What follows belongs to an exercise in optimizing a design on an open flow for small area, a short achievable clock period and few clock cycles per item; a production flow would make more cautious choices.
Where RTL was checked, it was by simulation tests only, not by an equivalence proof against the original.
Function not checked in runs 3 to 5: the RTL went through the layout flow alone.
Power is estimated from default activity; no workload was simulated.

==> flow/design.v <==
`timescale 1ns / 1ps
`default_nettype none
package rcsc_pkg;
    localparam int NUM_CH = 7;
    localparam int CH_THR = 0;
    localparam int CH_YAW = 1;
    localparam int CH_PIT = 2;
    localparam int CH_ROL = 3;
    localparam int CH_AX1 = 4;
    localparam int CH_AX2 = 5;
    localparam int CH_AX3 = 6;
    localparam int ADC_W  = 12;
    localparam int CHAN_W = 11;
    localparam int TRIM_W = 10;
    localparam int RAW_W  = 12;
    localparam int SQ_W   = 24;
    localparam logic [CHAN_W-1:0] CH_MIN = 11'd1000;
    localparam logic [CHAN_W-1:0] CH_MAX = 11'd2000;
    localparam logic [CHAN_W-1:0] CENTER = 11'd1500;
    localparam logic [CHAN_W-1:0] AUX_LO = 11'd1495;
    localparam logic [CHAN_W-1:0] AUX_HI = 11'd1505;
    localparam logic [SQ_W-1:0]   DEAD_SQ = 24'd625;
    typedef logic [ADC_W-1:0]  t_adc;
    typedef logic [CHAN_W-1:0] t_chan;
    typedef logic [RAW_W-1:0]  t_raw;
    typedef logic signed [TRIM_W-1:0] t_trim;
    typedef enum logic [2:0] {
        CFG_STICK_MODE   = 3'd0,
        CFG_OFS_THROTTLE = 3'd1,
        CFG_OFS_YAW      = 3'd2,
        CFG_OFS_PITCH    = 3'd3,
        CFG_OFS_ROLL     = 3'd4,
        CFG_OFS_AUX_ONE  = 3'd5,
        CFG_OFS_AUX_TWO  = 3'd6,
        CFG_OFS_AUX_THREE = 3'd7
    } t_cfg_idx;
    typedef struct packed {
        t_adc adc_aux_two;
        t_adc adc_aux_one;
        t_adc adc_aux_three;
        t_adc adc_stick_up;
        t_adc adc_yaw;
        t_adc adc_roll;
        t_adc adc_stick_down;
    } t_in_item;
    typedef struct packed {
        t_chan filtered_throttle;
        t_chan filtered_yaw;
        t_chan filtered_pitch;
        t_chan filtered_roll;
        t_chan filtered_aux_one;
        t_chan filtered_aux_two;
        t_chan filtered_aux_three;
    } t_out_item;
    typedef struct packed {
        logic load;
        logic adv;
    } t_pipe_ctl;
endpackage
`default_nettype wire
`timescale 1ns / 1ps
`default_nettype none
module rcsc_chan (
    input  wire logic        i_clk,
    input  wire logic        i_load,    
    input  wire logic        i_adv,     
    input  wire logic        i_empty,   
    input  wire logic        i_full,    
    input  wire logic [9:0]  i_u,       
    output logic [10:0]      o_avg,     
    output logic             o_near,    
    output logic             o_aux      
);
    logic [9:0]  r_hist [5];
    logic [13:0] r_sum;
    logic [13:0] w_keep;
    logic [13:0] w_drop;
    logic [13:0] n_sum;
    assign w_keep = i_empty ? 14'd0 : r_sum;
    assign w_drop = i_full ? {4'b1111, ~r_hist[4]} : 14'd1000;
    assign n_sum  = w_keep + {4'b0000, i_u} + w_drop + {13'd0, i_full};
    always_ff @(posedge i_clk) begin
        if (i_load) begin
            r_sum     <= n_sum;
            r_hist[0] <= i_u;
            for (int i = 1; i < 5; i++) begin
                r_hist[i] <= r_hist[i-1];
            end
        end
    end
    logic [10:0] w_avg;
    always_comb begin
        logic [4:0] r;
        r = 5'b00001;
        w_avg = '0;
        for (int i = 13; i >= 0; i--) begin
            if (i <= 10) begin
                w_avg[i] = r[3] | r[4] | (r_sum[i] & r[2]);
            end
            r = r_sum[i] ? {r[4], r[1], r[3], r[0], r[2]}     
                         : {r[2], r[4], r[1], r[3], r[0]};    
        end
    end
    always_ff @(posedge i_clk) begin
        if (i_adv) begin
            o_avg  <= w_avg;
            o_near <= (r_sum >= 14'd7375) && (r_sum <= 14'd7629);
            o_aux  <= (r_sum >= 14'd7480) && (r_sum <= 14'd7524);
        end
    end
endmodule
`default_nettype wire
`timescale 1ns / 1ps
`default_nettype none
module rc_stick_conditioner (
    input  wire logic        i_clk,
    input  wire logic        i_rst_n,
    input  wire logic        i_in_valid,
    output logic             o_in_ready,
    input  wire logic [11:0] i_adc_stick_down,
    input  wire logic [11:0] i_adc_roll,
    input  wire logic [11:0] i_adc_yaw,
    input  wire logic [11:0] i_adc_stick_up,
    input  wire logic [11:0] i_adc_aux_three,
    input  wire logic [11:0] i_adc_aux_one,
    input  wire logic [11:0] i_adc_aux_two,
    output logic             o_out_valid,
    input  wire logic        i_out_ready,
    output logic [10:0]      o_filtered_throttle,
    output logic [10:0]      o_filtered_yaw,
    output logic [10:0]      o_filtered_pitch,
    output logic [10:0]      o_filtered_roll,
    output logic [10:0]      o_filtered_aux_one,
    output logic [10:0]      o_filtered_aux_two,
    output logic [10:0]      o_filtered_aux_three,
    input  wire logic        i_cfg_we,
    input  wire logic [2:0]  i_cfg_idx,
    input  wire logic [9:0]  i_cfg_data
);
    localparam int NCH = rcsc_pkg::NUM_CH;
    logic        r_stick_mode;
    logic [9:0]  r_t_thr, r_t_pit, r_t_yaw, r_t_ax1, r_t_ax2, r_t_ax3;
    logic [10:0] r_t23_thr, r_t23_pit, r_t23_rol;
    logic        r_vi;
    logic        r_vk;
    logic        r_vs;
    logic        r_va;
    logic        r_ov;
    logic [2:0]  r_cnt;
    logic [9:0]  r_u [NCH];
    logic [9:0]  r_k [NCH];
    rcsc_pkg::t_out_item r_out;
    logic w_rdy_o;
    logic w_adv_a;
    logic w_rdy_a;
    logic w_adv_s;
    logic w_rdy_s;
    logic w_adv_i;
    logic w_load;
    logic w_skid;
    logic [9:0]  w_q [NCH];
    logic [10:0] w_k [NCH];
    logic [9:0]  w_u [NCH];
    logic [10:0] w_avg [NCH];
    logic        w_near [NCH];
    logic        w_aux [NCH];
    logic w_dead_ty;
    logic w_dead_pr;
    rcsc_pkg::t_out_item n_out;
    function automatic logic [9:0] limit(input logic [9:0] q, input logic [10:0] k);
        logic [11:0] x;
        x = {2'b00, q} - {k[10], k};
        if (x[11]) begin
            limit = 10'd0;
        end else if (x[10:0] > 11'd1000) begin
            limit = 10'd1000;
        end else begin
            limit = x[9:0];
        end
    endfunction
    function automatic logic [4:0] center_dist(input logic [5:0] x);
        logic [4:0] m;
        m = 5'd0;
        for (int v = 3; v <= 53; v++) begin
            if (x == 6'(v)) begin
                m = 5'(v > 28 ? v - 28 : 28 - v);
            end
        end
        center_dist = m;
    endfunction
    function automatic logic [4:0] circle_lim(input logic [5:0] x);
        logic [4:0] m;
        m = 5'd0;
        for (int v = 3; v <= 53; v++) begin
            if (x == 6'(v)) begin
                for (int l = 0; l <= 25; l++) begin
                    if ((v - 28) * (v - 28) + l * l <= 625) begin
                        m = 5'(l);
                    end
                end
            end
        end
        circle_lim = m;
    endfunction
    function automatic logic in_circle(input logic [10:0] a, input logic near_a,
                                       input logic [10:0] b, input logic near_b);
        in_circle = near_a && near_b && (center_dist(b[5:0]) <= circle_lim(a[5:0]));
    endfunction
    logic [10:0] w_cfg_t23;
    assign w_cfg_t23 = {i_cfg_data[9], i_cfg_data} + 11'd23;
    always_ff @(posedge i_clk) begin
        if (!i_rst_n) begin
            r_stick_mode <= 1'b0;
            r_t_thr   <= '0;
            r_t23_thr <= 11'd23;
            r_t_pit   <= '0;
            r_t23_pit <= 11'd23;
            r_t_yaw   <= '0;
            r_t23_rol <= 11'd23;
            r_t_ax1   <= '0;
            r_t_ax2   <= '0;
            r_t_ax3   <= '0;
        end else if (i_cfg_we) begin
            case (i_cfg_idx)
                rcsc_pkg::CFG_STICK_MODE:    r_stick_mode <= i_cfg_data[0];
                rcsc_pkg::CFG_OFS_THROTTLE: begin
                    r_t_thr   <= i_cfg_data;
                    r_t23_thr <= w_cfg_t23;
                end
                rcsc_pkg::CFG_OFS_YAW:       r_t_yaw <= i_cfg_data;
                rcsc_pkg::CFG_OFS_PITCH: begin
                    r_t_pit   <= i_cfg_data;
                    r_t23_pit <= w_cfg_t23;
                end
                rcsc_pkg::CFG_OFS_ROLL:      r_t23_rol <= w_cfg_t23;
                rcsc_pkg::CFG_OFS_AUX_ONE:   r_t_ax1 <= i_cfg_data;
                rcsc_pkg::CFG_OFS_AUX_TWO:   r_t_ax2 <= i_cfg_data;
                rcsc_pkg::CFG_OFS_AUX_THREE: r_t_ax3 <= i_cfg_data;
                default: ;
            endcase
        end
    end
    assign w_rdy_o    = !r_ov || i_out_ready;
    assign w_adv_a    = r_va && w_rdy_o;
    assign w_rdy_a    = !r_va || w_rdy_o;
    assign w_adv_s    = r_vs && w_rdy_a;
    assign w_rdy_s    = !r_vs || w_rdy_a;
    assign w_adv_i    = (r_vk || r_vi) && w_rdy_s;      
    assign o_in_ready = !r_vk;
    assign w_load     = i_in_valid && !r_vk;
    assign w_skid     = w_load && r_vi && !w_adv_i;     
    always_ff @(posedge i_clk) begin
        if (!i_rst_n) begin
            r_vi  <= 1'b0;
            r_vk  <= 1'b0;
            r_vs  <= 1'b0;
            r_va  <= 1'b0;
            r_ov  <= 1'b0;
            r_cnt <= 3'd0;
        end else begin
            if (w_load) begin
                r_vi <= 1'b1;
            end else if (w_adv_i && !r_vk) begin
                r_vi <= 1'b0;
            end
            if (w_skid) begin
                r_vk <= 1'b1;
            end else if (w_adv_i) begin
                r_vk <= 1'b0;
            end
            if (w_adv_i) begin
                r_vs <= 1'b1;
            end else if (w_adv_s) begin
                r_vs <= 1'b0;
            end
            if (w_adv_s) begin
                r_va <= 1'b1;
            end else if (w_adv_a) begin
                r_va <= 1'b0;
            end
            if (w_adv_a) begin
                r_ov <= 1'b1;
            end else if (i_out_ready) begin
                r_ov <= 1'b0;
            end
            if (w_adv_i && r_cnt != 3'd5) begin
                r_cnt <= r_cnt + 3'd1;
            end
        end
    end
    assign w_q[rcsc_pkg::CH_THR] = r_stick_mode ? i_adc_stick_up[11:2] : ~i_adc_stick_down[11:2];
    assign w_k[rcsc_pkg::CH_THR] = r_stick_mode ? {r_t_thr[9], r_t_thr} : r_t23_thr;
    assign w_q[rcsc_pkg::CH_PIT] = r_stick_mode ? ~i_adc_stick_down[11:2] : i_adc_stick_up[11:2];
    assign w_k[rcsc_pkg::CH_PIT] = r_stick_mode ? r_t23_pit : {r_t_pit[9], r_t_pit};
    assign w_q[rcsc_pkg::CH_YAW] = i_adc_yaw[11:2];
    assign w_k[rcsc_pkg::CH_YAW] = {r_t_yaw[9], r_t_yaw};
    assign w_q[rcsc_pkg::CH_ROL] = ~i_adc_roll[11:2];
    assign w_k[rcsc_pkg::CH_ROL] = r_t23_rol;
    assign w_q[rcsc_pkg::CH_AX1] = i_adc_aux_one[11:2];
    assign w_k[rcsc_pkg::CH_AX1] = {r_t_ax1[9], r_t_ax1};
    assign w_q[rcsc_pkg::CH_AX2] = i_adc_aux_two[11:2];
    assign w_k[rcsc_pkg::CH_AX2] = {r_t_ax2[9], r_t_ax2};
    assign w_q[rcsc_pkg::CH_AX3] = i_adc_aux_three[11:2];
    assign w_k[rcsc_pkg::CH_AX3] = {r_t_ax3[9], r_t_ax3};
    for (genvar c = 0; c < NCH; c++) begin : g_chan
        assign w_u[c] = limit(w_q[c], w_k[c]);
        always_ff @(posedge i_clk) begin
            if (w_load) begin
                r_u[c] <= w_u[c];
            end
            if (w_skid) begin
                r_k[c] <= r_u[c];
            end
        end
        rcsc_chan u_chan (
            .i_clk   (i_clk),
            .i_load  (w_adv_i),
            .i_adv   (w_adv_s),
            .i_empty (r_cnt == 3'd0),
            .i_full  (r_cnt == 3'd5),
            .i_u     (r_vk ? r_k[c] : r_u[c]),
            .o_avg   (w_avg[c]),
            .o_near  (w_near[c]),
            .o_aux   (w_aux[c])
        );
    end
    assign w_dead_ty = in_circle(w_avg[rcsc_pkg::CH_THR], w_near[rcsc_pkg::CH_THR],
                                 w_avg[rcsc_pkg::CH_YAW], w_near[rcsc_pkg::CH_YAW]);
    assign w_dead_pr = in_circle(w_avg[rcsc_pkg::CH_ROL], w_near[rcsc_pkg::CH_ROL],
                                 w_avg[rcsc_pkg::CH_PIT], w_near[rcsc_pkg::CH_PIT]);
    always_comb begin
        n_out.filtered_throttle  = w_dead_ty ? rcsc_pkg::CENTER : w_avg[rcsc_pkg::CH_THR];
        n_out.filtered_yaw       = w_dead_ty ? rcsc_pkg::CENTER : w_avg[rcsc_pkg::CH_YAW];
        n_out.filtered_pitch     = w_dead_pr ? rcsc_pkg::CENTER : w_avg[rcsc_pkg::CH_PIT];
        n_out.filtered_roll      = w_dead_pr ? rcsc_pkg::CENTER : w_avg[rcsc_pkg::CH_ROL];
        n_out.filtered_aux_one   = w_aux[rcsc_pkg::CH_AX1] ? rcsc_pkg::CENTER : w_avg[rcsc_pkg::CH_AX1];
        n_out.filtered_aux_two   = w_avg[rcsc_pkg::CH_AX2];
        n_out.filtered_aux_three = w_aux[rcsc_pkg::CH_AX3] ? rcsc_pkg::CENTER : w_avg[rcsc_pkg::CH_AX3];
    end
    always_ff @(posedge i_clk) begin
        if (w_adv_a) begin
            r_out <= n_out;
        end
    end
    assign o_out_valid          = r_ov;
    assign o_filtered_throttle  = r_out.filtered_throttle;
    assign o_filtered_yaw       = r_out.filtered_yaw;
    assign o_filtered_pitch     = r_out.filtered_pitch;
    assign o_filtered_roll      = r_out.filtered_roll;
    assign o_filtered_aux_one   = r_out.filtered_aux_one;
    assign o_filtered_aux_two   = r_out.filtered_aux_two;
    assign o_filtered_aux_three = r_out.filtered_aux_three;
endmodule
`default_nettype wire
==> flow/flow/run.sh <==
#!/bin/bash
# The standard layout (standard.sh), with timing repair aimed at a 4.0 ns
# period (setup slack margin 6.0 ns at the fixed 10 ns clock) and plain
# buf_1 port buffers. Each tool's output goes to its own log here.
set -euo pipefail
bash standard.sh SETUP_SLACK_MARGIN=6.0 "BUFFER_PORTS_ARGS=-buffer_cell sky130_fd_sc_hd__buf_1" finish > standard_flow.log 2>&1
==> flow/standard.sh <==
#!/bin/bash
# synth_recipe.tcl (not shown) runs the flow's synth.tcl, then flattens the netlist and writes it again
# the make line also repeats each setting of config.mk as NAME=value (left out here)
make -C /OpenROAD-flow-scripts/flow DESIGN_CONFIG=/design/flow/config.mk WORK_HOME=/design/flow/orfs CLKGATE_MAP_FILE= SYNTH_SCRIPT=/design/flow/synth_recipe.tcl "${@:-finish}"
==> flow/config.mk <==
export PLATFORM = sky130hd
export DESIGN_NAME = rc_stick_conditioner
export DESIGN_NICKNAME = rc_stick_conditioner
export VERILOG_FILES = /design/flow/design.v
export SDC_FILE = /design/flow/constraint.sdc
export NUM_CORES = 4
export LEC_CHECK = 0
export ABC_AREA = 1
export CAP_MARGIN = 20
export CORE_MARGIN = 2
export CORE_UTILIZATION = 50
export CTS_BUF_LIST = sky130_fd_sc_hd__clkbuf_4 sky130_fd_sc_hd__clkbuf_8
export CTS_CLUSTER_DIAMETER = 60
export CTS_CLUSTER_SIZE = 20
export PLACE_DENSITY = 0.65
export SLEW_MARGIN = 20
==> flow/constraint.sdc <==
create_clock -name core_clock -period 10.0 [get_ports {i_clk}]
set_input_delay 2.0000 -clock core_clock [delete_from_list [all_inputs] [get_ports {i_clk}]]
set_output_delay 2.0000 -clock core_clock [all_outputs]
set_load 0.01 [all_outputs]
==> summary.md, run 1 <==
| Metric | Value |
|---|---|
| Initial antenna violation count | 3 |
| Share of the synthesized area in the top cell type | 0.4782 |
| Yosys cell types | 65 |
| Critical Path Source | i_adc_stick_up[2] |
| Clock Skew | between 0.04 and 0.05 ns |
| Min-Delay Endpoint | g_chan[1].u_chan.r_hist[2][6] |
| Max Cap Violations | 0 |
| Setup violators final | 0 |
| Post-synthesis sequential area ratio | 0.5217 |
| Tmin final | 3.857 ns |
| CP top delay family | compound AO/OA/AOI/OAI gates |
| Final nets | 5,425 |
| CTS HTree Levels | 3 |
| Cell Pwr Density | about 220 nW/um2 |
| Post-Syn Area | 46,970 um2 |
| CTS max path bufs | 3 |
| RD Place Congestion | 0.8617 |
| Clk pin slew, worst setup/hold paths | 0.11 ns |
| Warnings, synthesis | 16 |
| Post-route clock period utilization | 0.3857 |
| Launch point of the worst hold path | g_chan[1].u_chan.r_hist[1][6] |
| Startpoint type of the worst setup path | primary input |
| Most frequent CP cell | nand2_1 |
| Detailed-route DRC error count | 0 |
| Sinks on Clock Net | 850 |
| All-Layer GR Usage | 0.2078 |
| Ratio of cells with drive above 1 in the final layout | 0.1276 |
| Cell count after synthesis | 4,845 |
| Vias in the first global route | between 30k and 40k |
| Status | no timing/DRC/antenna violations |
| Synth area leaders | edfxtp_1 48%, nand3_1 6.0%, inv_1 5.8% |
| CTS tree | built |
| Drt wl/cell | 15.98 um |
| Worst R2R Start | r_cnt[1] |
| IO Count | 181 |
| CP max-delay cell | fa_2 |
| Commonest non-fill, non-tap cell in the layout | edfxtp_1 |
| Critical Path RT | approximately 11 ns |
| Bufs and invs on worst path | 4 |
| Post-CTS Hold Fix Bufs | 0 |
| Number of synthesized register bits | 850 |
| RSZ-0062 raised after global routing | yes |
| Worst-Margin Slew | 1.090 ns |
| Final Hold Fails | 0 |
| First DRT Iteration DRCs | 2,507 |
| Area of the core | 93,190 um2 |
| Crit path kind | in2reg |
| Leakage | ~22 nW |
| Crit end category | flip-flop |
| Critical Path, Cell by Cell | buf_1, o21ai_1, ha_2, inv_1, fa_2, nand3_1, nand2_2, a21oi_2, o21bai_2, nand2_1, nand2_1, a21oi_2, nor2_1, o21ai_1, nand2_1, xnor2_2, nand2_2, inv_2, nand2_1, nand2_1, inv_1 |
| Vias per cell | roughly 5.2 |
| Skew-Pair Late Insertion Delay | about 0.75 ns |
| Dpl hpwl | around 71,000 um |
| Async SR Flop Fraction | 0 |
| Worst hold margin | slightly above 0.4 ns |
| Number of port buffers | 166 |
| Syn Area/Cell | 9.695 um2 |
| Final design utilization | 0.5549 |
| Chip width | 310.5 um |
| CP peak stage delay | 0.36 ns |
| Reg2reg setup slack | 6.17 ns |
| Relative slew slack | 0.2703 |
| Slew Viols, Final | 0 |
| Rows | around 110 |
| Power Total | 11.19 mW |
| Synth area leader | edfxtp_1 |
| Worst Reg-to-Reg Cells | 20 |
| Number of synthesized flops with an enable pin | roughly 750 |
| Worst min path class | reg2reg |
| Worst VDD drop | 103.9 uV |
| DR pass1 iterations | 6 |
| Reg2reg end | g_chan[6].u_chan.r_sum[11] |
| First-pass GRT wire length | 158,900 um |
| Hold depth | 0 |
| Crit path arrival time | 4.36 ns |
| DR vias | 33.17k |
| Effective utilization at floorplan | 0.5040 |
| P&R area growth vs syn | 10.09% |
| Final setup TNS | 0 ns |
| Primary FF master, synth | edfxtp_1 |
| Post-DRT Antenna Nets | 0 |
| Overflow after GRT | 0 |
| Total CTS buffers | 78 |
| Height of the die | 310.5 um |
| Most frequent cells in the layout | 748 x edfxtp_1, 716 x inv_1, 647 x nand2_1 |
| Final WL | 101,700 um |
| Die footprint | 96,410 um2 |
| Post-Syn Nets | 5,231 |
| Pin count of the biggest net entering global routing | 191 |
| Critical path peak fanout | 3 |
| Fmax | 259.3 MHz |
| Clock Tree Root | clkbuf_8 |
how the worst max path moves through the flow:
stage	slack, ns	cells past startpoint	end
after CTS	5.91	20	g_chan[5].u_chan.r_sum[13]
after floorplan	0.51	6	g_chan[0].u_chan.r_hist[0][0]
after detailed placement	4.96	20	g_chan[5].u_chan.r_sum[13]
after global routing	5.95	18	r_out[62]
final	6.14	21	r_u[0][6]
after global placement	5.06	9	g_chan[1].u_chan.r_sum[3]
where the power goes:
group          internal [mW]  switching [mW]  total (mW)
Sequential              4.45           0.323        4.78
Combinational           1.48            2.64        4.12
Clock                  0.941            1.36        2.30
cell type report:
type / count / area [um2]
Clock buffer: 90 / 1189
Antenna cell: 4 / 10.01
Timing Repair Buffer: 229 / 1440
Clock inverter: 54 / 606.8
Multi-Input combinational cell: 3106 / 19450
Sequential cell: 850 / 24510
Tap cell: 1254 / 1569
Inverter: 774 / 2939
Fill cell: 8168 / 41480
logic make-up (layout without fill, tap and decap cells):
logic type,after synthesis,in the layout,share of synthesized area
mux,8,8,0.001705
compound gates,727,727,0.08985
flops,850,850,0.5217
fa+ha+maj,284,284,0.08812
other cells,0,4,0
simple gates,1926,1926,0.1952
buf+inv,889,1147,0.07280
xor+xnor,161,161,0.03066
state kept, by name, indices dropped and copies added (netlist names), 11 cells and up:
signal and flops:
g_chan.u_chan.r_sum 98, r_out 77, g_chan.u_chan.r_hist 350, r_t23_rol 11, r_k 70, r_u 70
g_chan.u_chan.o_avg 77, r_t23_thr 11, r_t23_pit 11
synth_stat cells (5+ instances only):
library cell    n
nand3_2        86
o21ai_2        25
ha_1          206
a21oi_2         6
nor3_1         21
o21bai_1       16
nand2_2        52
clkinv_1       16
nand3b_1       10
nand4_1        40
mux2i_1         8
a211oi_1       16
a21oi_1       292
nor2_1        346
and2_1          8
nand2_1       659
o21bai_2        6
or2_2         120
edfxtp_1      748
inv_1         725
a31oi_1        10
o311ai_0        5
nor4_1         13
clkbuf_1       69
o31ai_1        10
o211ai_1        7
fa_1           78
o21ai_0       250
nand3_1       559
o21ai_1        23
dfxtp_1       102
inv_2          33
buf_4          10
xor2_1        124
buf_1           5
xnor2_1        33
a2111oi_0       9
buf_2          29
o2111ai_1      12
timing repair:
action                                 in CTS  in global routing
cloned                                      6                  3
pin swaps                                   4                 20
resized for setup                          55                 99
setup endpoints to repair                 158                160
buffers inserted                            6                 28
endpoints found under the hold margin       0                  0
per-stage QoR:
| step | setup WS [ns] | std cells | cell area [um2] |
|---|---|---|---|
| 2_1_floorplan | 0.5073 | 4845 | 47010 |
| 3_3_place_gp | 5.058 | 6169 | 48890 |
| 3_5_place_dp | 4.961 | 6169 | 48890 |
| 4_1_cts | 5.906 | 6325 | 51070 |
| 5_1_grt | 5.954 | 6359 | 51700 |
| 6_report | 6.143 | 6361 | 51710 |
layer usage:
| layer | GRT usage | up-vias | wire, um |
|---|---|---|---|
| met5 | 0 | - | 13 |
| met4 | 0.05561 | 2 | 2120 |
| met3 | 0.02575 | 126 | 4785 |
| met2 | 0.3237 | 757 | 45130 |
| met1 | 0.3076 | 15441 | 49600 |
| li1 | - | 16847 | - |
Testbench counts, summed over its fixed seeds: cycles 16,032, items 16,000.
==> run 2: changes to the inputs <==
--- a/flow/config.mk
+++ b/flow/config.mk
@@ -11,3 +11,3 @@
 export CORE_UTILIZATION = 50
-export CTS_BUF_LIST = sky130_fd_sc_hd__clkbuf_4 sky130_fd_sc_hd__clkbuf_8
+export CTS_BUF_LIST = sky130_fd_sc_hd__clkbuf_8 sky130_fd_sc_hd__clkbuf_16
 export CTS_CLUSTER_DIAMETER = 60
==> run 2 against run 1 <==
  * Power grew 6.9%
  * Critical path depth shrank 1
  * Critical path type unchanged
  * Count of clock-buffer cells in the layout shrank 8
  * Clock power grew 34%
  * Worst hold slack gained 0.0029 ns
  * Setup slack lost 0.15 ns
  * Non-clock buffer count shrank 3
  * Area after synthesis is the same
  * Register-to-register slack is essentially flat
  * Die area is the same
  * Via count grew 0.25%
  * Highest routed layer unchanged
  * Core utilization grew 0.94 points
==> summary.md, run 2 <==
| Metric | Value |
|---|---|
| Area of the core | 93,190 um2 (unchanged) |
| Post-Syn Nets | 5,231 (unchanged) |
| Most frequent CP cell | nand2_1 |
| Launch point of the worst hold path | g_chan[5].u_chan.r_hist[2][1] |
| Post-DRT Antenna Nets | 0 (unchanged) |
| Warnings, synthesis | 16 (unchanged) |
| Top Registers | g_chan.u_chan.r_hist (350), g_chan.u_chan.r_sum (98) |
| Rows | 112 (unchanged) |
| Setup violators final | 0 (unchanged) |
| Skew-Pair Late Insertion Delay | 0.66 ns (-0.09 ns) |
| Number of port buffers | 166 (unchanged) |
| CP top delay family | compound AO/OA/AOI/OAI gates |
| Most frequent cell after synthesis | edfxtp_1 |
| Post-route clock period utilization | 0.4007 (+0.01503) |
| Worst setup path end | r_u[2][3] |
| RSZ-0062 raised after global routing | yes |
| Number of synthesized register bits | 850 (unchanged) |
| Slew Viols, Final | 0 (unchanged) |
| Final WL | 101,700 um (about the same) |
| Detailed-route DRC error count | 0 (unchanged) |
| Ratio of cells with drive above 1 in the final layout | 0.1272 (-0.0003421) |
| Worst-Margin Slew | 1.049 ns (-0.04116 ns) |
| Yosys cell types | 65 (unchanged) |
| Synth area leaders | edfxtp_1 48%, nand3_1 6.0%, inv_1 5.8% |
| Chip width | 310.5 um (unchanged) |
| Overflow after GRT | 0 (unchanged) |
| Post-synthesis sequential area ratio | 0.5217 (unchanged) |
| Vias in the first global route | 30.55k (-0.28%) |
| Reg2reg setup slack | 6.16 ns (about the same) |
| Max FFs per register | 350 (unchanged) |
| Initial antenna violation count | 2 (-1) |
| Startpoint type of the worst setup path | primary input |
| Power Total | 11.97 mW (+6.9%) |
| All-Layer GR Usage | 0.2063 (-0.001487) |
| Sequential Area | 24,500 um2 (about the same) |
| CTS HTree Levels | 3 (unchanged) |
| Relative slew slack | 0.2979 (+0.02754) |
| Total CTS buffers | 78 (unchanged) |
| Syn Area/Cell | 9.695 um2 (unchanged) |
| Reg2reg end | r_out[74] |
| Pin count of the biggest net entering global routing | 191 (unchanged) |
| Commonest non-fill, non-tap cell in the layout | edfxtp_1 |
| Critical Path RT | 10.42 ns (-0.08 ns) |
| Leakage | 22.10 nW (+1.9%) |
| Most flops, register | g_chan.u_chan.r_hist |
| Final Hold Fails | 0 (unchanged) |
| Critical path peak fanout | 4 (+1) |
| CTS max path bufs | 3 (unchanged) |
| CP peak stage delay | 0.36 ns (about the same) |
| Fillers | 8,069 (-1.2%) |
| Final setup TNS | 0 ns (unchanged) |
| IO Count | 181 (unchanged) |
| Sinks on Clock Net | 850 (unchanged) |
| Most frequent cells in the layout | 748 x edfxtp_1, 724 x inv_1, 647 x nand2_1 |
| Height of the die | 310.5 um (unchanged) |
| Bufs and invs on worst path | 4 (unchanged) |
| Post-Syn Area | 46,970 um2 (unchanged) |
| Effective utilization at floorplan | 0.5040 (unchanged) |
| Worst min path class | reg2reg |
| DR pass1 iterations | 8 (+2) |
| Area of the multi-input gates | 19,470 um2 (+0.14%) |
| Critical Path Source | i_adc_stick_up[2] |
| CTS tree | built |
| Clock Skew | 0.03446 ns (-0.01095 ns) |
| RD Place Congestion | 0.8617 (unchanged) |
| Worst VDD drop | 136.5 uV (+31%) |
| Most frequent cells after synthesis | 748 x edfxtp_1, 725 x inv_1, 659 x nand2_1, 559 x nand3_1, 346 x nor2_1 |
| Clk pin slew, worst setup/hold paths | 0.08 ns (-0.03 ns) |
| CP max-delay cell | fa_2 |
| P&R area growth vs syn | 11.94% |
| Cell Pwr Density | 227.7 nW/um2 (+5.2%) |
| Dpl hpwl | 70,870 um (unchanged) |
| Die footprint | 96,410 um2 (unchanged) |
| Vias per cell | 5.232 (+0.33%) |
| Async SR Flop Fraction | 0 (unchanged) |
| Drt wl/cell | 16.00 um (+0.13%) |
| Final nets | 5,423 (-0.037%) |
| Crit path kind | in2reg |
| First DRT Iteration DRCs | 2,470 (-1.5%) |
| Worst R2R Start | g_chan[1].u_chan.o_avg[0] |
| Crit path arrival time | 4.43 ns (+0.07 ns) |
| Critical Path, Cell by Cell | buf_8, o21ai_4, ha_2, inv_2, fa_2, nand3_2, nand3_2, a21oi_2, o21bai_2, nand2_1, nand2_1, a21oi_2, or2_1, nand2_1, a21oi_2, xor2_2, buf_4, nand3b_1, nand2_1, inv_1 |
| DR vias | 33.26k (+0.25%) |
| Tmin final | 4.007 ns (+0.1503 ns) |
| Synth area leader | edfxtp_1 |
| Status | no timing/DRC/antenna violations |
| First-pass GRT wire length | 158,100 um (-0.48%) |
| Fmax | 249.6 MHz (-3.8%) |
| Primary FF master, synth | edfxtp_1 |
| Number of synthesized flops with an enable pin | 748 (unchanged) |
| CP Depth | 20 (-4.8%) |
| Cell count after synthesis | 4,845 (unchanged) |
| Crit end category | flip-flop |
| Clock Tree Root | clkbuf_16 |
| Worst Reg-to-Reg Cells | 18 (-10%) |
| Max Cap Violations | 0 (unchanged) |
| Share of the synthesized area in the top cell type | 0.4782 (unchanged) |
-- run 2: changes by cell type in the layout (fill, tap and decap cells not counted), sizes merged --
cell and change:
inv +12, clkbuf -7, clkinvlp -4, diode -3
buf -2, bufbuf -2, nor3 +1
-- run 2: worst min-delay path by stage --
stage | end | slack (ns) | cells past startpoint
finish | g_chan[5].u_chan.r_hist[3][1] | 0.41 | 0
detailed placement | g_chan[0].u_chan.r_hist[1][3] | 0.40 | 0
floorplan | g_chan[0].u_chan.r_hist[1][0] | 0.40 | 0
global route | g_chan[3].u_chan.r_hist[2][7] | 0.42 | 0
CTS | g_chan[5].u_chan.r_hist[3][1] | 0.41 | 0
global placement | g_chan[1].u_chan.r_hist[1][4] | 0.40 | 0
-- run 2: worst reg2reg max path, stage by stage, from the launching register on --
cell,delay [ns]
edfxtp_1,0.45
inv_1,0.14
nor2_1,0.15
nand2_2,0.15
a21oi_1,0.14
a211oi_2,0.22
nand2_1,0.10
a2111oi_1,0.43
o2111ai_1,0.18
nor2_1,0.15
nand2_1,0.08
ha_1,0.31
nand4_1,0.11
o221ai_1,0.15
o21ai_0,0.13
nand3_2,0.16
clkinvlp_4,0.11
buf_4,0.17
or2_2,0.28
-- run 2: power by group --
part,switching (mW),leakage [nW],internal [mW]
registers,0.322,7.83,4.45
logic,2.64,12.9,1.47
clock network,1.46,1.34,1.62
-- run 2: area by class of cell --
class                           instances  share of cell area
Antenna cell                            1          0.00004759
Clock buffer                           82             0.03881
Clock inverter                         62             0.01221
Inverter                              774             0.05590
Multi-Input combinational cell       3107              0.3704
Sequential cell                       850              0.4661
Tap cell                             1254             0.02984
Timing Repair Buffer                  226             0.02677
-- run 2: repair_timing --
action,in CTS,in global routing
hold buffers,0,0
pin swaps,4,29
endpoints found under the hold margin,0,0
buffers inserted,7,25
endpoints found under the setup margin,163,207
resized for setup,55,110
cloned,4,6
-- run 2: metrics by stage --
stage / area [um2] / setup slack (ns) / hold slack, ns / util / instances
floorplan: 47010 / 0.5073 / 0.4003 / - / 4845
global placement: 48890 / 5.058 / 0.4001 / 0.5246 / 6169
detailed placement: 48890 / 4.961 / 0.4045 / 0.5246 / 6169
CTS: 51900 / 5.876 / 0.4119 / 0.5569 / 6324
global route: 52580 / 5.824 / 0.4170 / 0.5642 / 6356
finish: 52580 / 5.993 / 0.4119 / 0.5642 / 6356
-- run 2: logic make-up (layout without fill, tap and decap cells) --
group / after synthesis / in the layout / synth area share
flops: 850 / 850 / 0.5217
mux: 8 / 8 / 0.001705
xor+xnor: 161 / 161 / 0.03066
other cells: 0 / 1 / 0
compound gates: 727 / 727 / 0.08985
fa+ha+maj: 284 / 284 / 0.08812
buf+inv: 889 / 1144 / 0.07280
simple gates: 1926 / 1927 / 0.1952
-- run 2: per-layer routing --
| metal | GRT usage | part of all wire | vias up |
|---|---|---|---|
| li1 | - | - | 16883 |
| met1 | 0.3083 | 0.49 | 15473 |
| met2 | 0.3171 | 0.44 | 766 |
| met3 | 0.02534 | 0.050 | 132 |
| met4 | 0.05775 | 0.021 | 2 |
| met5 | 0 | 0.00013 | - |
==> run 3: changes to the inputs <==
--- a/flow/design.v
+++ b/flow/design.v
@@ -65,3 +65,2 @@
     input  wire logic        i_load,    
-    input  wire logic        i_adv,     
     input  wire logic        i_empty,   
@@ -71,3 +70,4 @@
     output logic             o_near,    
-    output logic             o_aux      
+    output logic             o_aux,     
+    output logic [5:0]       o_ctr      
 );
@@ -103,9 +103,18 @@
     end
-    always_ff @(posedge i_clk) begin
-        if (i_adv) begin
-            o_avg  <= w_avg;
-            o_near <= (r_sum >= 14'd7375) && (r_sum <= 14'd7629);
-            o_aux  <= (r_sum >= 14'd7480) && (r_sum <= 14'd7524);
+    assign o_avg = w_avg;
+    always_comb begin
+        logic [7:0] d;
+        logic [4:0] r;
+        d = r_sum[7:0] - 8'd207;
+        r = 5'b00001;
+        for (int i = 7; i >= 0; i--) begin
+            if (i <= 5) begin
+                o_ctr[i] = r[3] | r[4] | (d[i] & r[2]);
+            end
+            r = d[i] ? {r[4], r[1], r[3], r[0], r[2]}     
+                     : {r[2], r[4], r[1], r[3], r[0]};    
         end
     end
+    assign o_near = (r_sum >= 14'd7375) && (r_sum <= 14'd7629);
+    assign o_aux  = (r_sum >= 14'd7480) && (r_sum <= 14'd7524);
 endmodule
@@ -146,3 +155,2 @@
     logic        r_vs;
-    logic        r_va;
     logic        r_ov;
@@ -151,6 +159,3 @@
     logic [9:0]  r_k [NCH];
-    rcsc_pkg::t_out_item r_out;
     logic w_rdy_o;
-    logic w_adv_a;
-    logic w_rdy_a;
     logic w_adv_s;
@@ -166,5 +171,10 @@
     logic        w_aux [NCH];
+    logic [5:0]  w_ctr [NCH];
     logic w_dead_ty;
     logic w_dead_pr;
-    rcsc_pkg::t_out_item n_out;
+    logic [10:0] r_avg [NCH];
+    logic r_dead_ty;
+    logic r_dead_pr;
+    logic r_aux_one;
+    logic r_aux_three;
     function automatic logic [9:0] limit(input logic [9:0] q, input logic [10:0] k);
@@ -180,8 +190,8 @@
     endfunction
-    function automatic logic [4:0] center_dist(input logic [5:0] x);
+    function automatic logic [4:0] center_dist(input logic [5:0] c);
         logic [4:0] m;
         m = 5'd0;
-        for (int v = 3; v <= 53; v++) begin
-            if (x == 6'(v)) begin
-                m = 5'(v > 28 ? v - 28 : 28 - v);
+        for (int v = 0; v <= 50; v++) begin
+            if (c == 6'(v)) begin
+                m = 5'(v > 25 ? v - 25 : 25 - v);
             end
@@ -190,9 +200,9 @@
     endfunction
-    function automatic logic [4:0] circle_lim(input logic [5:0] x);
+    function automatic logic [4:0] circle_lim(input logic [5:0] c);
         logic [4:0] m;
         m = 5'd0;
-        for (int v = 3; v <= 53; v++) begin
-            if (x == 6'(v)) begin
+        for (int v = 0; v <= 50; v++) begin
+            if (c == 6'(v)) begin
                 for (int l = 0; l <= 25; l++) begin
-                    if ((v - 28) * (v - 28) + l * l <= 625) begin
+                    if ((v - 25) * (v - 25) + l * l <= 625) begin
                         m = 5'(l);
@@ -204,5 +214,5 @@
     endfunction
-    function automatic logic in_circle(input logic [10:0] a, input logic near_a,
-                                       input logic [10:0] b, input logic near_b);
-        in_circle = near_a && near_b && (center_dist(b[5:0]) <= circle_lim(a[5:0]));
+    function automatic logic in_circle(input logic [5:0] ca, input logic near_a,
+                                       input logic [5:0] cb, input logic near_b);
+        in_circle = near_a && near_b && (center_dist(cb) <= circle_lim(ca));
     endfunction
@@ -243,6 +253,4 @@
     assign w_rdy_o    = !r_ov || i_out_ready;
-    assign w_adv_a    = r_va && w_rdy_o;
-    assign w_rdy_a    = !r_va || w_rdy_o;
-    assign w_adv_s    = r_vs && w_rdy_a;
-    assign w_rdy_s    = !r_vs || w_rdy_a;
+    assign w_adv_s    = r_vs && w_rdy_o;
+    assign w_rdy_s    = !r_vs || w_rdy_o;
     assign w_adv_i    = (r_vk || r_vi) && w_rdy_s;      
@@ -256,3 +264,2 @@
             r_vs  <= 1'b0;
-            r_va  <= 1'b0;
             r_ov  <= 1'b0;
@@ -276,7 +283,2 @@
             if (w_adv_s) begin
-                r_va <= 1'b1;
-            end else if (w_adv_a) begin
-                r_va <= 1'b0;
-            end
-            if (w_adv_a) begin
                 r_ov <= 1'b1;
@@ -317,3 +319,2 @@
             .i_load  (w_adv_i),
-            .i_adv   (w_adv_s),
             .i_empty (r_cnt == 3'd0),
@@ -323,21 +324,19 @@
             .o_near  (w_near[c]),
-            .o_aux   (w_aux[c])
+            .o_aux   (w_aux[c]),
+            .o_ctr   (w_ctr[c])
         );
     end
-    assign w_dead_ty = in_circle(w_avg[rcsc_pkg::CH_THR], w_near[rcsc_pkg::CH_THR],
-                                 w_avg[rcsc_pkg::CH_YAW], w_near[rcsc_pkg::CH_YAW]);
-    assign w_dead_pr = in_circle(w_avg[rcsc_pkg::CH_ROL], w_near[rcsc_pkg::CH_ROL],
-                                 w_avg[rcsc_pkg::CH_PIT], w_near[rcsc_pkg::CH_PIT]);
-    always_comb begin
-        n_out.filtered_throttle  = w_dead_ty ? rcsc_pkg::CENTER : w_avg[rcsc_pkg::CH_THR];
-        n_out.filtered_yaw       = w_dead_ty ? rcsc_pkg::CENTER : w_avg[rcsc_pkg::CH_YAW];
-        n_out.filtered_pitch     = w_dead_pr ? rcsc_pkg::CENTER : w_avg[rcsc_pkg::CH_PIT];
-        n_out.filtered_roll      = w_dead_pr ? rcsc_pkg::CENTER : w_avg[rcsc_pkg::CH_ROL];
-        n_out.filtered_aux_one   = w_aux[rcsc_pkg::CH_AX1] ? rcsc_pkg::CENTER : w_avg[rcsc_pkg::CH_AX1];
-        n_out.filtered_aux_two   = w_avg[rcsc_pkg::CH_AX2];
-        n_out.filtered_aux_three = w_aux[rcsc_pkg::CH_AX3] ? rcsc_pkg::CENTER : w_avg[rcsc_pkg::CH_AX3];
-    end
+    assign w_dead_ty = in_circle(w_ctr[rcsc_pkg::CH_THR], w_near[rcsc_pkg::CH_THR],
+                                 w_ctr[rcsc_pkg::CH_YAW], w_near[rcsc_pkg::CH_YAW]);
+    assign w_dead_pr = in_circle(w_ctr[rcsc_pkg::CH_ROL], w_near[rcsc_pkg::CH_ROL],
+                                 w_ctr[rcsc_pkg::CH_PIT], w_near[rcsc_pkg::CH_PIT]);
     always_ff @(posedge i_clk) begin
-        if (w_adv_a) begin
-            r_out <= n_out;
+        if (w_adv_s) begin
+            for (int c = 0; c < NCH; c++) begin
+                r_avg[c] <= w_avg[c];
+            end
+            r_dead_ty   <= w_dead_ty;
+            r_dead_pr   <= w_dead_pr;
+            r_aux_one   <= w_aux[rcsc_pkg::CH_AX1];
+            r_aux_three <= w_aux[rcsc_pkg::CH_AX3];
         end
@@ -345,9 +344,9 @@
     assign o_out_valid          = r_ov;
-    assign o_filtered_throttle  = r_out.filtered_throttle;
-    assign o_filtered_yaw       = r_out.filtered_yaw;
-    assign o_filtered_pitch     = r_out.filtered_pitch;
-    assign o_filtered_roll      = r_out.filtered_roll;
-    assign o_filtered_aux_one   = r_out.filtered_aux_one;
-    assign o_filtered_aux_two   = r_out.filtered_aux_two;
-    assign o_filtered_aux_three = r_out.filtered_aux_three;
+    assign o_filtered_throttle  = r_dead_ty ? rcsc_pkg::CENTER : r_avg[rcsc_pkg::CH_THR];
+    assign o_filtered_yaw       = r_dead_ty ? rcsc_pkg::CENTER : r_avg[rcsc_pkg::CH_YAW];
+    assign o_filtered_pitch     = r_dead_pr ? rcsc_pkg::CENTER : r_avg[rcsc_pkg::CH_PIT];
+    assign o_filtered_roll      = r_dead_pr ? rcsc_pkg::CENTER : r_avg[rcsc_pkg::CH_ROL];
+    assign o_filtered_aux_one   = r_aux_one ? rcsc_pkg::CENTER : r_avg[rcsc_pkg::CH_AX1];
+    assign o_filtered_aux_two   = r_avg[rcsc_pkg::CH_AX2];
+    assign o_filtered_aux_three = r_aux_three ? rcsc_pkg::CENTER : r_avg[rcsc_pkg::CH_AX3];
 endmodule
--- a/flow/config.mk
+++ b/flow/config.mk
@@ -11,5 +11,3 @@
 export CORE_UTILIZATION = 50
-export CTS_BUF_LIST = sky130_fd_sc_hd__clkbuf_8 sky130_fd_sc_hd__clkbuf_16
-export CTS_CLUSTER_DIAMETER = 60
-export CTS_CLUSTER_SIZE = 20
+export CTS_BUF_LIST = sky130_fd_sc_hd__clkbuf_4 sky130_fd_sc_hd__clkbuf_8
 export PLACE_DENSITY = 0.65
==> run 3 against run 2 <==
  * Cell count increased by 4.8%
  * Still clean on timing, DRC and antenna
  * Global-route usage increased by 1.0 points
  * Critical path type is now reg2reg
  * Clock power decreased by 6%
  * Worst hold slack got worse by 0.016 ns
  * Combinational power increased by 14%
  * Core utilization increased by 3.1 points
  * Power decreased by 2.8%
  * Setup slack got worse by 0.085 ns
  * Sequential power decreased by 15%
  * First-iteration DRC count decreased by 9.4%
==> summary.md, run 3 <==
| Metric | Value |
|---|---|
| Crit end category | flip-flop |
| Worst R2R Start | g_chan[0].u_chan.r_sum[0] |
| Most frequent cells in the layout | 848 x nand2_1, 696 x inv_1, 669 x edfxtp_1 |
| Post-route insts no fill | 6,661 (+4.8%) |
| CP max-delay cell | edfxtp_1 |
| Final setup TNS | 0 ns (unchanged) |
| Async SR Flop Fraction | 0 (unchanged) |
| Total CTS buffers | 130 (+67%) |
| Cell count after synthesis | 5,018 (+3.6%) |
| Setup violators final | 0 (unchanged) |
| Dpl hpwl | 70,390 um (-0.67%) |
| RD Place Congestion | 0.8993 (+4.4%) |
| Max Cap Violations | 0 (unchanged) |
| Leakage | 22.84 nW (+3.3%) |
| CTS max path bufs | 3 (unchanged) |
| Int Power | 7.197 mW (-4.6%) |
| Synth area leaders | edfxtp_1 44%, nand2_1 7.7%, ha_1 6.0% |
| Rows | 110 (-1.8%) |
| Effective utilization at floorplan | 0.5038 (about the same) |
| Post-Syn Area | 45,280 um2 (-3.6%) |
| Startpoint type of the worst setup path | flip-flop |
| Post-route clock period utilization | 0.4092 (+0.008488) |
| Status | no timing/DRC/antenna violations |
| DR pass1 iterations | 6 (-2) |
| Overflow after GRT | 0 (unchanged) |
| Post-Syn Nets | 5,416 (+3.5%) |
| Height of the die | 304.9 um (-1.8%) |
| RSZ-0062 raised after global routing | yes |
| Number of port buffers | 166 (unchanged) |
| Reg2reg setup slack | 5.91 ns (-0.25 ns) |
| Post-synthesis sequential area ratio | 0.4883 (-0.03336) |
| Critical path peak fanout | 6 (+2) |
| Relative slew slack | 0.2836 (-0.01426) |
| Clock Skew | 0.02884 ns (-0.005621 ns) |
| Vias in the first global route | 31.79k (+4.1%) |
| Commonest non-fill, non-tap cell in the layout | nand2_1 |
| Fillers | 7,704 (-4.5%) |
| Sequential Power Share | 0.347 (-0.052) |
| Most frequent CP cell | nand2_4 |
| Most frequent cells after synthesis | 934 x nand2_1, 723 x inv_1, 669 x edfxtp_1, 441 x o21ai_0, 391 x nor2_1 |
| Syn Area/Cell | 9.023 um2 (-6.9%) |
| Synth area leader | edfxtp_1 |
| Worst-Margin Slew | 1.075 ns (+0.02527 ns) |
| Final nets | 5,783 (+6.6%) |
| Cell Pwr Density | 217.6 nW/um2 (-4.4%) |
| Share of the synthesized area in the top cell type | 0.4437 (-0.03454) |
| Fmax | 244.4 MHz (-2.1%) |
| Worst Reg-to-Reg Cells | 26 (+8) |
| Most flops, register | g_chan.u_chan.r_hist |
| Sinks on Clock Net | 770 (-9.4%) |
| Combinational power share | 0.403 (+0.059) |
| Most frequent cell after synthesis | nand2_1 |
| Number of synthesized register bits | 770 (-9.4%) |
| Die footprint | 92,980 um2 (-3.6%) |
| Detailed-route DRC error count | 0 (unchanged) |
| Worst min path class | reg2reg |
| Skew-Pair Late Insertion Delay | 0.77 ns (+0.11 ns) |
| Switching power | 4.436 mW (+0.17%) |
| Clk pin slew, worst setup/hold paths | 0.06 ns (-0.02 ns) |
| Crit path kind | reg2reg |
| Final Hold Fails | 0 (unchanged) |
| Final WL | 105,900 um (+4.2%) |
| Area of the core | 89,870 um2 (-3.6%) |
| Primary FF master, synth | edfxtp_1 |
| CTS tree | built |
| Post-DRT Antenna Nets | 0 (unchanged) |
| Min-Delay Endpoint | g_chan[2].u_chan.r_hist[4][9] |
| IO Count | 181 (unchanged) |
| Critical Path RT | 10.61 ns (+0.19 ns) |
| Chip width | 304.9 um (-1.8%) |
| Drt wl/cell | 15.90 um (-0.61%) |
| Tmin final | 4.092 ns (+0.08488 ns) |
| Vias per cell | 5.208 (-0.46%) |
| First DRT Iteration DRCs | 2,238 (-9.4%) |
| All-Layer GR Usage | 0.2164 (+0.01007) |
| Pin count of the biggest net entering global routing | 196 (+2.6%) |
| Clock Tree Root | clkbuf_8 |
| DR vias | 34.69k (+4.3%) |
| Yosys cell types | 65 (unchanged) |
| Initial antenna violation count | 3 (+1) |
| Worst VDD drop | 175.8 uV (+29%) |
| CTS HTree Levels | 4 (+1) |
| Hold depth | 0 (unchanged) |
| Launch point of the worst hold path | g_chan[2].u_chan.r_hist[3][9] |
| Placed cells | 6,266 (+1.6%) |
| Slew Viols, Final | 0 (unchanged) |
| Top Registers | g_chan.u_chan.r_hist (350), g_chan.u_chan.r_sum (98), r_avg (77) |
| Max FFs per register | 350 (unchanged) |
| Ratio of cells with drive above 1 in the final layout | 0.1854 (+0.05822) |
| First-pass GRT wire length | 161,700 um (+2.2%) |
| CP peak stage delay | 0.51 ns (+0.15 ns) |
| Reg2reg end | r_dead_ty |
| Warnings, synthesis | 19 (+3) |
| Number of synthesized flops with an enable pin | 669 (-11%) |
| Crit path arrival time | 4.70 ns (+0.27 ns) |
| P&R area growth vs syn | 18.06% |
| Clock share of power | 0.249 (-0.008) |
| Sw Ratio | 0.3813 (+0.01141) |
| Post-CTS Hold Fix Bufs | 0 (unchanged) |
run 3: logic make-up (layout without fill, tap and decap cells):
group,after synthesis,in the layout,synth area share
and+or+nand+nor,1990,1993,0.1961
buffers and inverters,882,1345,0.07469
AOI/OAI and AO/OA,880,880,0.1049
DFF,770,770,0.4883
adders and majority gates,296,296,0.09473
xor gates and xnor gates,171,171,0.03482
muxes,29,29,0.006411
other,0,1,0
run 3: power groups by stage:
| stage | Combinational [mW] | Sequential (mW) | Clock (mW) |
|---|---|---|---|
| after floorplan | 2.95 | 4.03 | 0 |
| after global placement | 3.63 | 4.12 | 0 |
| after detailed placement | 3.68 | 4.13 | 0 |
| after CTS | 3.86 | 4.04 | 2.98 |
| after global routing | 5.25 | 4.07 | 3.12 |
| final | 4.69 | 4.04 | 2.90 |
run 3: metal layers:
layer / track usage / share of wire
met5: 0 / 0.00025
met3: 0.03609 / 0.044
met2: 0.3451 / 0.47
met4: 0.07253 / 0.026
met1: 0.3007 / 0.46
run 3: final cells by class:
cell class,count,area [um2],area share
Multi-Input combinational cell,3369,21860,0.4090
Antenna cell,1,2.502,0.00004681
Tap cell,1176,1471,0.02752
Inverter,770,2967,0.05549
Sequential cell,770,22120,0.4138
Clock inverter,65,569.3,0.01065
Clock buffer,166,2091,0.03911
Timing Repair Buffer,344,2370,0.04433
run 3: what timing repair did:
| action | CTS | global route |
|---|---|---|
| resized for setup | 99 | 472 |
| endpoints found under the setup margin | 116 | 156 |
| setup buffers | 56 | 97 |
| hold endpoints to repair | 0 | 0 |
| pin swaps | 16 | 203 |
| gates cloned | 6 | 4 |
run 3: metrics by stage:
step / worst slack [ns] / power, mW / hold slack (ns) / util / instance area (um2)
detailed placement: 4.783 / 7.812 / 0.4045 / 0.5243 / 47120
finish: 5.908 / 11.63 / 0.3964 / 0.5948 / 53460
global route: 5.663 / 12.44 / 0.4088 / 0.5948 / 53460
global placement: 4.860 / 7.753 / 0.4000 / 0.5243 / 47120
CTS: 6.002 / 10.88 / 0.3973 / 0.5644 / 50720
floorplan: 0.6750 / 6.982 / 0.4003 / - / 45320
run 3: worst max-delay path by stage:
stage | slack, ns | from | end
6_report | 5.91 | g_chan[0].u_chan.r_sum[0] | r_dead_ty
5_1_grt | 5.66 | g_chan[0].u_chan.r_sum[0] | r_dead_ty
4_1_cts | 6.00 | r_cnt[0] | g_chan[1].u_chan.r_sum[13]
3_5_place_dp | 4.78 | r_cnt[0] | g_chan[1].u_chan.r_sum[13]
3_3_place_gp | 4.86 | r_cnt[0] | g_chan[1].u_chan.r_sum[13]
2_1_floorplan | 0.67 | i_out_ready | g_chan[0].u_chan.r_hist[0][0]
run 3: worst max-delay path, delay by kind of cell, from the launching register on:
| family | cells | cell delay, ns |
|---|---|---|
| flip-flops | 1 | 0.51 |
| XOR/XNOR | 1 | 0.27 |
| buffers and inverters | 4 | 0.40 |
| AO/OA/AOI/OAI | 5 | 0.86 |
| adder cells (fa/ha/maj) | 1 | 0.24 |
| AND/OR/NAND/NOR | 15 | 1.63 |
==> run 4: changes to the inputs <==
--- a/flow/config.mk
+++ b/flow/config.mk
@@ -12,2 +12,4 @@
 export CTS_BUF_LIST = sky130_fd_sc_hd__clkbuf_4 sky130_fd_sc_hd__clkbuf_8
+export CTS_CLUSTER_DIAMETER = 50
+export CTS_CLUSTER_SIZE = 14
 export PLACE_DENSITY = 0.65
==> run 4 against run 3 <==
  * Clock power down 21%
  * Register-to-register slack better by 0.03 ns
  * Non-clock buffer count down 14
  * Still clean
  * Combinational power down 7.0%
  * Sequential cell count unchanged
  * Setup slack worse by 0.023 ns
  * Largest power group unchanged
  * Sequential share of layout area up 0.96 points
  * Cell count down 1.5%
  * Core utilization down 1.3 points
  * Global-route usage down 0.20 points
  * Critical path depth down 10
  * Count of clock-buffer cells in the layout down 71
==> summary.md, run 4 <==
| Metric | Value |
|---|---|
| Top Registers | g_chan.u_chan.r_hist (350), g_chan.u_chan.r_sum (98), r_avg (77) |
| Sinks on Clock Net | 770 (unchanged) |
| Yosys cell types | 65 (unchanged) |
| Crit end category | flip-flop |
| Crit path kind | in2reg |
| Area after DPL | 47,120 um2 (unchanged) |
| DR vias | 34.13k (-1.6%) |
| Slew Viols, Final | 0 (unchanged) |
| Vias per cell | 5.201 (-0.13%) |
| Final Hold Fails | 0 (unchanged) |
| Most frequent cell after synthesis | nand2_1 |
| Commonest non-fill, non-tap cell in the layout | nand2_1 |
| Skew-Pair Late Insertion Delay | 0.72 ns (-0.05 ns) |
| Placed cells | 6,266 (unchanged) |
| Status | no timing/DRC/antenna violations |
| Worst min path class | reg2reg |
| Most flops, register | g_chan.u_chan.r_hist |
| CP max-delay cell | or4_4 |
| Share of the synthesized area in the top cell type | 0.4437 (unchanged) |
| Post-Syn Nets | 5,416 (unchanged) |
| Pin count of the biggest net entering global routing | 196 (unchanged) |
| Syn Area/Cell | 9.023 um2 (unchanged) |
| Overflow after GRT | 0 (unchanged) |
| Effective utilization at floorplan | 0.5038 (unchanged) |
| Initial antenna violation count | 3 (unchanged) |
| Leakage | 22.26 nW (-2.5%) |
| Clock Skew | 0.04546 ns (+0.01662 ns) |
| Async SR Flop Fraction | 0 (unchanged) |
| Worst VDD drop | 142.6 uV (-19%) |
| CTS tree | built |
| Vias in the first global route | 31.31k (-1.5%) |
| Max Cap Violations | 0 (unchanged) |
| DR pass1 iterations | 6 (unchanged) |
| Setup violators final | 0 (unchanged) |
| Synth Area in XOR/XNOR | 0.03482 (unchanged) |
| Power Total | 10.69 mW (-8.1%) |
| Worst R2R Start | g_chan[0].u_chan.r_sum[0] |
| Worst-Margin Slew | 1.103 ns (+0.02817 ns) |
| P&R area growth vs syn | 15.39% |
| Post-synthesis sequential area ratio | 0.4883 (unchanged) |
| Sequential Area | 22,120 um2 (unchanged) |
| Clock Tree Root | clkbuf_8 |
| Area of the multi-input gates | 21,540 um2 (-1.5%) |
| IO Count | 181 (unchanged) |
| Dpl hpwl | 70,390 um (unchanged) |
| CP top delay family | simple AND/OR/NAND/NOR gates |
| Post-CTS Hold Fix Bufs | 0 (unchanged) |
| Post-synthesis compound-gate area fraction | 0.1049 (unchanged) |
| Post-route insts no fill | 6,561 (-1.5%) |
| Height of the die | 304.9 um (unchanged) |
| RSZ-0062 raised after global routing | yes |
| Number of port buffers | 166 (unchanged) |
| CP peak stage delay | 0.53 ns (+0.02 ns) |
| Bufs and invs on worst path | 3 (-1) |
| All-Layer GR Usage | 0.2144 (-0.002049) |
| Primary FF master, synth | edfxtp_1 |
| CTS HTree Levels | 3 (-1) |
| Drt wl/cell | 15.80 um (-0.63%) |
| RD Place Congestion | 0.8993 (unchanged) |
| Critical path peak fanout | 4 (-2) |
| Most frequent cells in the layout | 870 x nand2_1, 706 x inv_1, 669 x edfxtp_1 |
| Synth area leader | edfxtp_1 |
| Post-Syn Area | 45,280 um2 (unchanged) |
| Final design utilization | 0.5813 (-0.01348) |
| Clk pin slew, worst setup/hold paths | 0.08 ns (+0.02 ns) |
| Cell Pwr Density | 204.6 nW/um2 (-6.0%) |
| Design area | 52,250 um2 (-2.3%) |
| Fillers | 7,797 (+1.2%) |
| Final nets | 5,723 (-1.0%) |
| CTS max path bufs | 3 (unchanged) |
| Chip width | 304.9 um (unchanged) |
| Max FFs per register | 350 (unchanged) |
| Critical Path Source | i_adc_stick_up[2] |
| Worst hold margin | 0.3945 ns (-0.001893 ns) |
| Number of synthesized register bits | 770 (unchanged) |
| Area share of fa/ha/maj cells after synthesis | 0.09472 (unchanged) |
| Final setup margin | 5.885 ns (-0.02294 ns) |
| Synth Area in Simple Gates | 0.1961 (unchanged) |
| Critical Path, Cell by Cell | buf_8, o21ai_4, ha_4, inv_4, fa_2, nand3_2, nand2_2, a21oi_2, o21bai_1, a21o_1, a21oi_2, buf_4, xor2_2, or4_4, nand3_4, nor2_2 |
| Synth area leaders | edfxtp_1 44%, nand2_1 7.7%, ha_1 6.0% |
| Final setup TNS | 0 ns (unchanged) |
| Most frequent cells after synthesis | 934 x nand2_1, 723 x inv_1, 669 x edfxtp_1, 441 x o21ai_0, 391 x nor2_1 |
| Post-DRT Antenna Nets | 0 (unchanged) |
| Total CTS buffers | 84 (-35%) |
| Launch point of the worst hold path | g_chan[4].u_chan.r_hist[3][0] |
| Warnings, synthesis | 19 (unchanged) |
| Critical Path RT | 10.46 ns (-0.15 ns) |
| Area of the core | 89,870 um2 (unchanged) |
| Detailed-route DRC error count | 0 (unchanged) |
| Ratio of cells with drive above 1 in the final layout | 0.1644 (-0.02107) |
| Startpoint type of the worst setup path | primary input |
| Crit path arrival time | 4.58 ns (-0.12 ns) |
| Post-Place Setup Slack | 4.783 ns (unchanged) |
| Number of synthesized flops with an enable pin | 669 (unchanged) |
| First-pass GRT wire length | 160,900 um (-0.47%) |
| Post-route clock period utilization | 0.4115 (+0.002294) |
| Relative slew slack | 0.2640 (-0.01959) |
| Die footprint | 92,980 um2 (unchanged) |
| Final WL | 103,700 um (-2.1%) |
| Cell count after synthesis | 5,018 (unchanged) |
| Post-synthesis mux area share | 0.006411 (unchanged) |
| Largest family of logic cells by synthesized area | simple AND/OR/NAND/NOR gates |
| First DRT Iteration DRCs | 2,263 (+1.1%) |
| Most frequent CP cell | a21oi_2 |
| Fmax | 243.0 MHz (-0.56%) |
| Rows | 110 (unchanged) |
| Tmin final | 4.115 ns (+0.02294 ns) |
[run 4: cell counts after synthesis]
No cell type changed its count.
[run 4: what timing repair did]
item,CTS,global route
endpoints found under the setup margin,103,168
gates cloned,8,2
gates resized for setup,125,363
pin swaps,27,150
buffers inserted,61,78
[run 4: routing by layer]
metal	up-vias	global-route usage	wire length, um
met4	4	0.06102	2418
met3	137	0.02747	4571
li1	17386	-	-
met2	689	0.3477	48420
met5	-	0	27
met1	15909	0.3026	48260
[run 4: worst paths after layout]
| path | slack, ns | endpoint | cells after the start |
|---|---|---|---|
| worst min register to register | 0.39 | g_chan[4].u_chan.r_hist[4][0] | 0 |
| worst min-delay path | 0.39 | g_chan[4].u_chan.r_hist[4][0] | 0 |
| worst max-delay path | 5.89 | r_u[2][4] | 16 |
| worst max register to register | 5.94 | r_dead_ty | 28 |
[run 4: cells by family (layout without fill, tap and decap cells)]
logic type	count (synthesis)	after routing
AOI/OAI and AO/OA	880	880
xor gates and xnor gates	171	171
adders and majority gates	296	296
buffers and inverters	882	1245
DFF	770	770
muxes	29	29
other	0	1
and+or+nand+nor	1990	1993
[run 4: area by class of cell]
type / instances / area share
flip-flops and latches: 770 / 0.4234
multi-input cells: 3369 / 0.4122
inverters: 770 / 0.05661
repair buffers: 330 / 0.04394
well taps: 1176 / 0.02816
clock buffers: 95 / 0.02407
clock inverters: 50 / 0.01154
diodes: 1 / 0.00004790
[run 4: power breakdown]
part / total (mW) / internal [mW] / switching, mW / leakage, nW
Combinational: 4.36 / 1.58 / 2.78 / 14.2
Clock: 2.30 / 1.10 / 1.21 / 0.926
Sequential: 4.03 / 3.86 / 0.170 / 7.10
==> run 5: changes to the inputs <==
--- a/flow/config.mk
+++ b/flow/config.mk
@@ -10,7 +10,5 @@
 export CORE_MARGIN = 2
-export CORE_UTILIZATION = 50
+export CORE_UTILIZATION = 45
 export CTS_BUF_LIST = sky130_fd_sc_hd__clkbuf_4 sky130_fd_sc_hd__clkbuf_8
-export CTS_CLUSTER_DIAMETER = 50
-export CTS_CLUSTER_SIZE = 14
-export PLACE_DENSITY = 0.65
+export PLACE_DENSITY = 0.6
 export SLEW_MARGIN = 20
==> run 5 against run 4 <==
  * First-iteration DRC count increased by 1.3%
  * Area after synthesis unchanged
  * Clock power increased by 29%
  * Critical path depth increased by 12
  * Maximum frequency increased by 2.1%
  * Cell count increased by 3.3%
  * Critical path type is now reg2reg
==> summary.md, run 5 <==
| Metric | Value |
|---|---|
| Clk pin slew, worst setup/hold paths | 0.06 ns (-0.02 ns) |
| Launch point of the worst hold path | g_chan[4].u_chan.r_hist[3][8] |
| Post-Syn Nets | 5,416 (unchanged) |
| Vias per cell | 5.054 (-2.8%) |
| Hold depth | 0 (unchanged) |
| Design area | 53,270 um2 (+2.0%) |
| First DRT Iteration DRCs | 2,293 (+1.3%) |
| Crit path kind | reg2reg |
| Worst R2R Start | g_chan[3].u_chan.r_sum[0] |
| Final setup TNS | 0 ns (unchanged) |
| Reg2reg end | r_dead_pr |
| Clock Skew | 0.03746 ns (-0.007997 ns) |
| Initial antenna violation count | 1 (-2) |
| Area of the core | 99,860 um2 (+11%) |
| Primary FF master, synth | edfxtp_1 |
| Synth area leaders | edfxtp_1 44%, nand2_1 7.7%, ha_1 6.0% |
| Leakage | 22.81 nW (+2.5%) |
| Overflow after GRT | 0 (unchanged) |
| Synth area leader | edfxtp_1 |
| Post-synthesis sequential area ratio | 0.4883 (unchanged) |
| Status | no timing/DRC/antenna violations |
| Reg2reg setup slack | 5.97 ns (+0.03 ns) |
| Most frequent cell after synthesis | nand2_1 |
| Critical path peak fanout | 6 (+2) |
| Chip width | 321.2 um (+5.3%) |
| Power Total | 11.47 mW (+7.2%) |
| Sinks on Clock Net | 770 (unchanged) |
| Cell Pwr Density | 215.2 nW/um2 (+5.2%) |
| First-pass GRT wire length | 165,000 um (+2.6%) |
| Fillers | 9,060 (+16%) |
| Post-route insts no fill | 6,775 (+3.3%) |
| Setup violators final | 0 (unchanged) |
| CP peak stage delay | 0.43 ns (-0.10 ns) |
| Post-DRT Antenna Nets | 0 (unchanged) |
| Total CTS buffers | 133 (+58%) |
| Post-Syn Area | 45,280 um2 (unchanged) |
| Skew-Pair Late Insertion Delay | 0.77 ns (+0.05 ns) |
| Crit path arrival time | 4.60 ns (+0.02 ns) |
| Post-Place Setup Slack | 4.651 ns (-0.1324 ns) |
| Pin count of the biggest net entering global routing | 166 (-15%) |
| Most frequent cells after synthesis | 934 x nand2_1, 723 x inv_1, 669 x edfxtp_1, 441 x o21ai_0, 391 x nor2_1 |
| Share of the synthesized area in the top cell type | 0.4437 (unchanged) |
| Ratio of cells with drive above 1 in the final layout | 0.1759 (+0.01148) |
| RSZ-0062 raised after global routing | yes |
| Die footprint | 103,200 um2 (+11%) |
| Top Registers | g_chan.u_chan.r_hist (350), g_chan.u_chan.r_sum (98), r_avg (77) |
| Detailed-route DRC error count | 0 (unchanged) |
| RD Place Congestion | 0.8762 (-2.6%) |
| Syn Area/Cell | 9.023 um2 (unchanged) |
| Final Hold Fails | 0 (unchanged) |
| CTS max path bufs | 3 (unchanged) |
| Number of synthesized register bits | 770 (unchanged) |
| Worst-Margin Slew | 1.033 ns (-0.06952 ns) |
| Critical Path RT | 10.57 ns (+0.11 ns) |
| Post-route clock period utilization | 0.4031 (-0.008369) |
| Effective utilization at floorplan | 0.4535 (-0.05036) |
| Worst hold margin | 0.3972 ns (+0.002663 ns) |
| Relative slew slack | 0.3112 (+0.04716) |
| Vias in the first global route | 31.60k (+0.91%) |
| Final WL | 107,000 um (+3.1%) |
| CP max-delay cell | edfxtp_1 |
| Fmax | 248.1 MHz (+2.1%) |
| Warnings, synthesis | 19 (unchanged) |
| CTS HTree Levels | 4 (+1) |
| CTS tree | built |
| Async SR Flop Fraction | 0 (unchanged) |
| Drt wl/cell | 15.79 um (-0.11%) |
| Commonest non-fill, non-tap cell in the layout | nand2_1 |
| Cell count after synthesis | 5,018 (unchanged) |
| Number of port buffers | 166 (unchanged) |
| Worst Reg-to-Reg Cells | 28 (unchanged) |
| Startpoint type of the worst setup path | flip-flop |
| Max Cap Violations | 0 (unchanged) |
| Final nets | 5,772 (+0.86%) |
| Slew Viols, Final | 0 (unchanged) |
| Placed cells | 6,392 (+2.0%) |
| All-Layer GR Usage | 0.2007 (-0.01364) |
| Most frequent cells in the layout | 862 x nand2_1, 705 x inv_1, 669 x edfxtp_1 |
| P&R area growth vs syn | 17.65% |
| Final design utilization | 0.5335 (-0.04785) |
| Height of the die | 321.2 um (+5.3%) |
| Area after DPL | 47,290 um2 (+0.36%) |
| Final setup margin | 5.969 ns (+0.08369 ns) |
| IO Count | 181 (unchanged) |
| Crit end category | flip-flop |
| Dpl hpwl | 72,950 um (+3.6%) |
| Number of synthesized flops with an enable pin | 669 (unchanged) |
| DR pass1 iterations | 6 (unchanged) |
| Clock Tree Root | clkbuf_8 |
| Rows | 116 (+5.5%) |
| Yosys cell types | 65 (unchanged) |
| Most flops, register | g_chan.u_chan.r_hist |
| Tmin final | 4.031 ns (-0.08369 ns) |
| DR vias | 34.24k (+0.34%) |
| Worst VDD drop | 123.3 uV (-14%) |
| Min-Delay Endpoint | g_chan[4].u_chan.r_hist[4][8] |
| Max FFs per register | 350 (unchanged) |
| Worst min path class | reg2reg |
[run 5: layer usage]
layer	vias to the layer above	wire, um	track usage
met5	-	0	0
li1	17506	-	-
met2	704	49430	0.3184
met3	157	4670	0.03136
met1	15874	50630	0.2844
met4	0	2229	0.05867
[run 5: report_power, final]
group          internal (mW)  total (mW)  leakage (nW)  switching [mW]
combinational           1.62        4.46          14.3            2.85
sequential              3.87        4.04          7.11           0.170
clock                   1.68        2.96          1.44            1.28
[run 5: logic make-up (layout without fill, tap and decap cells)]
group	Yosys count	count (layout)	synth area share
fa+ha+maj	296	296	0.09473
other cells	0	1	0
simple gates	1990	1992	0.1961
buf+inv	882	1338	0.07469
mux	29	29	0.006411
compound gates	880	880	0.1049
flops	770	770	0.4883
xor+xnor	171	171	0.03482
[run 5: final cells by class]
cell class,instances,area [um2],share of cell area
Timing Repair Buffer,330,2181,0.04094
Multi-Input combinational cell,3368,21640,0.4062
Timing Repair inverter,1,5.005,0.00009395
Clock inverter,61,536.8,0.01008
Inverter,770,2953,0.05543
Tap cell,1298,1624,0.03049
Sequential cell,770,22120,0.4153
Antenna cell,1,2.502,0.00004697
Clock buffer,176,2210,0.04148
[run 5: how the worst max path moves through the flow]
stage / from / to / slack, ns
after floorplan: i_out_ready / g_chan[0].u_chan.r_hist[0][0] / 0.67
after global placement: i_out_ready / g_chan[3].u_chan.r_sum[1] / 4.67
after detailed placement: i_out_ready / g_chan[3].u_chan.r_sum[1] / 4.65
after CTS: r_vk / g_chan[0].u_chan.r_sum[12] / 5.93
after global routing: g_chan[3].u_chan.r_sum[2] / r_dead_pr / 5.69
final: g_chan[3].u_chan.r_sum[0] / r_dead_pr / 5.97
[run 5: repair_timing]
action,4_1_cts,5_1_grt
buffers inserted,63,72
pin swaps,27,135
cloned,7,2
hold buffers,0,0
resized for setup,119,380
setup endpoints to repair,174,149
[run 5: worst max-delay path, delay by kind of cell, from the launching register on]
family | cells | cell delay [ns]
AO/OA/AOI/OAI | 6 | 0.96
adder cells (fa/ha/maj) | 2 | 0.46
AND/OR/NAND/NOR | 15 | 1.57
buffers and inverters | 5 | 0.42
flip-flops | 1 | 0.43
